From an optimization exercise on the open Yosys and OpenROAD flow, aimed at small area and a short achievable clock period; shortcuts taken in it are not production practice.

==> flow/design.v <==
module mult_div_ctrl #(
  parameter int MULT_CYCLES = 5,
  parameter int DIV_CYCLES  = 10
) (
  input  logic        clk,
  input  logic        reset,
  input  logic        start,
  input  logic [2:0]  md_op,
  input  logic [31:0] rs_val,
  input  logic [31:0] rt_val,
  input  logic        md_use_D,
  output logic        busy,
  output logic        stall,
  output logic [31:0] HI,
  output logic [31:0] LO
);
  localparam int W = 35;
  logic        busy_q;
  logic [3:0]  cnt_q;
  logic        div_q;       
  logic        sg_q;        
  logic        sa_q;        
  logic        sd_q;        
  logic        pb_q;        
  logic [32:0] a_q;         
  logic [31:0] b_q;         
  logic [31:0] m_q;         
  logic [32:0] m_ext;
  logic [31:0] hi_q, lo_q;
  logic accept;
  assign busy   = busy_q;
  assign accept = start & ~busy_q & (md_op <= 3'd5);
  assign m_ext = {sg_q & m_q[31], m_q};
  logic mul_run, div_run, div_fix1, fin;
  assign mul_run  = ~div_q & (cnt_q < 4'd4);
  assign div_run  =  div_q & (cnt_q < 4'd8);
  assign div_fix1 =  div_q & (cnt_q == 4'd8);
  assign fin      = busy_q & (div_q ? (cnt_q == 4'd9) : (cnt_q == 4'd4));
  logic [W-1:0] x [4];
  logic [W-1:0] s [4];
  logic [3:0]   neg, one, two;
  logic [3:0]   t;           
  logic         a_zero;
  assign a_zero = (a_q == 33'd0);
  always_comb begin
    for (int j = 0; j < 4; j++) begin
      logic [2:0]   bb;
      logic [W-1:0] y;
      bb = 3'b000;
      if (j == 0) begin
        if (div_run) x[j] = {a_q[32], a_q, b_q[31]};
        else         x[j] = {{2{a_q[32]}}, a_q};
      end else begin
        if (div_q)   x[j] = {s[j-1][32], s[j-1][32:0], b_q[31-j]};
        else         x[j] = {{2{s[j-1][W-1]}}, s[j-1][W-1:2]};
      end
      if (div_q) begin
        two[j] = 1'b0;
        if (div_run) begin
          neg[j] = ~(x[j][W-1] ^ sd_q);
          one[j] = 1'b1;
        end else if (div_fix1) begin
          neg[j] = sd_q;
          one[j] = a_q[32];
        end else begin
          neg[j] = ~sd_q;
          one[j] = sa_q & ~a_zero;
        end
      end else begin
        if (mul_run) bb = {b_q[2*j+1], b_q[2*j], (j == 0) ? pb_q : b_q[2*j-1]};
        else         bb = {1'b0, 1'b0, ~sg_q & pb_q};
        neg[j] = bb[2] & ~(bb[1] & bb[0]);
        one[j] = bb[1] ^ bb[0];
        two[j] = (bb[2] & ~bb[1] & ~bb[0]) | (~bb[2] & bb[1] & bb[0]);
      end
      y = one[j] ? {{2{m_ext[32]}}, m_ext} :
          two[j] ? {m_ext[32], m_ext, 1'b0} : {W{1'b0}};
      y = y ^ {W{neg[j]}};
      s[j] = x[j] + y + {{(W-1){1'b0}}, neg[j]};
      t[j] = ~(s[j][W-1] ^ sd_q);
    end
  end
  logic [31:0] lo_res;
  logic        lo_inc;
  assign lo_inc = div_q & (sd_q ^ (sa_q & ~a_zero));
  assign lo_res = b_q + {31'd0, lo_inc};
  logic d_zero;
  assign d_zero = (rt_val == 32'd0);
  always_ff @(posedge clk or posedge reset) begin
    if (reset) begin
      busy_q <= 1'b0;
      hi_q   <= '0;
      lo_q   <= '0;
    end else begin
      if (accept & (md_op <= 3'd3)) busy_q <= 1'b1;
      else if (fin)                 busy_q <= 1'b0;
      if (accept & (md_op == 3'd4)) hi_q <= rs_val;
      else if (fin)                 hi_q <= s[0][31:0];
      if (accept & (md_op == 3'd5)) lo_q <= rs_val;
      else if (fin)                 lo_q <= lo_res;
    end
  end
  always_ff @(posedge clk) begin
    if (!busy_q) begin
      cnt_q <= 4'd0;
      div_q <= md_op[1];
      sg_q  <= ~md_op[0];
      sa_q  <= md_op[1] & ~md_op[0] & rs_val[31];
      sd_q  <= ~md_op[0] & (rt_val[31] | (d_zero & rs_val[31]));
      pb_q  <= 1'b0;
      a_q   <= {33{md_op[1] & ~md_op[0] & rs_val[31]}};
      b_q   <= rs_val;
      m_q   <= rt_val;
    end else begin
      cnt_q <= cnt_q + 4'd1;
      if (div_q) begin
        if (div_run) begin
          a_q <= s[3][32:0];
          b_q <= {b_q[27:0], t[0], t[1], t[2], t[3]};
        end else if (div_fix1) begin
          a_q <= s[0][32:0];
        end
      end else begin
        pb_q <= b_q[7];
        a_q  <= s[3][W-1:2];
        b_q  <= {s[3][1:0], s[2][1:0], s[1][1:0], s[0][1:0], b_q[31:8]};
      end
    end
  end
  assign stall = md_use_D & (busy_q | (start & (md_op <= 3'd3)));
  assign HI    = hi_q;
  assign LO    = lo_q;
endmodule
clock: 130.0 ns
lec_check: 0
cap_margin: 20
core_margin: 2
core_utilization: 40
slew_margin: 20
run.sh (not shown) runs the stock make flow with config.mk's settings and CLKGATE_MAP_FILE= SYNTH_SCRIPT=/design/flow/synth_recipe.tcl, a recipe that flattens the netlist after the stock synthesis.
The starting point finished clean.
Then changed:
--- a/flow/design.v
+++ b/flow/design.v
@@ -38,10 +38,11 @@
   assign fin      = busy_q & (div_q ? (cnt_q == 4'd9) : (cnt_q == 4'd4));
   logic [W-1:0] x [4];
   logic [W-1:0] s [4];
   logic [3:0]   neg, one, two;
   logic [3:0]   t;           
+  logic [W-1:0] yv [4];
   logic         a_zero;
   assign a_zero = (a_q == 33'd0);
   always_comb begin
     for (int j = 0; j < 4; j++) begin
       logic [2:0]   bb;
@@ -74,18 +75,31 @@
         two[j] = (bb[2] & ~bb[1] & ~bb[0]) | (~bb[2] & bb[1] & bb[0]);
       end
       y = one[j] ? {{2{m_ext[32]}}, m_ext} :
           two[j] ? {m_ext[32], m_ext, 1'b0} : {W{1'b0}};
       y = y ^ {W{neg[j]}};
-      s[j] = x[j] + y + {{(W-1){1'b0}}, neg[j]};
-      t[j] = ~(s[j][W-1] ^ sd_q);
+      yv[j] = y;
     end
+  end
+  for (genvar j = 0; j < 4; j++) begin : g_add
+    logic [W:0] c;
+    assign c[0] = neg[j];
+    for (genvar k = 0; k < W; k++) begin : g_bit
+      assign s[j][k]   = x[j][k] ^ yv[j][k] ^ c[k];
+      assign c[k+1]    = (x[j][k] & yv[j][k]) | (c[k] & (x[j][k] ^ yv[j][k]));
+    end
+    assign t[j] = ~(s[j][W-1] ^ sd_q);
   end
   logic [31:0] lo_res;
   logic        lo_inc;
   assign lo_inc = div_q & (sd_q ^ (sa_q & ~a_zero));
-  assign lo_res = b_q + {31'd0, lo_inc};
+  logic [32:0] lc;
+  assign lc[0] = lo_inc;
+  for (genvar k = 0; k < 32; k++) begin : g_inc
+    assign lo_res[k] = b_q[k] ^ lc[k];
+    assign lc[k+1]   = b_q[k] & lc[k];
+  end
   logic d_zero;
   assign d_zero = (rt_val == 32'd0);
   always_ff @(posedge clk or posedge reset) begin
     if (reset) begin
       busy_q <= 1'b0;
=>
- maximum frequency went down by about a fifth
- die area drops by about a fifth
- worst hold slack is worse by 0.021 ns
- core utilization climbs by 0.73 points
- area after synthesis goes down by about a fifth
- count of clock-buffer cells in the layout increases by 1
- wire length fell by a quarter to a third
- cell count is lower by a quarter to a third
- register-to-register slack got worse by 48 ns
- global-route usage shrinks by 5.3 points
- final area went down by about a fifth
No run of this note included a check of the RTL's function; only the layout flow was run.

==> re-timing with driven ports <==
The results above use ideal ports. As a check the final layouts listed here were re-extracted and re-timed, cells and wires unchanged.
Step 1: set_driving_cell puts a clkbuf_16 on clk and a buf_2 on each other input, an assumption about the parent block.
Step 2 also shifts input and output timing later by t, the mid clock arrival at the registers, as if the neighbouring blocks saw the same clock.
Slacks: no drivers / after step 1 / after step 2; pairs: no drivers / after step 1.
run	t (ns)	setup slack, ns	hold slack, ns	worst setup path at the end	clock arrival spread, ns
the first run	0.555	76.703 / 76.680 / 76.680	0.493 / 0.493 / 0.493	input to output	0.017 / 0.016
the second run	0.504	63.382 / 63.382 / 63.382	0.473 / 0.473 / 0.473	register to register	0.020 / 0.021
After both steps every run listed still meets setup and hold. For the first run, which loses most, drivers alone change the setup slack by -0.023 ns; drivers and shift together by -0.023 ns.
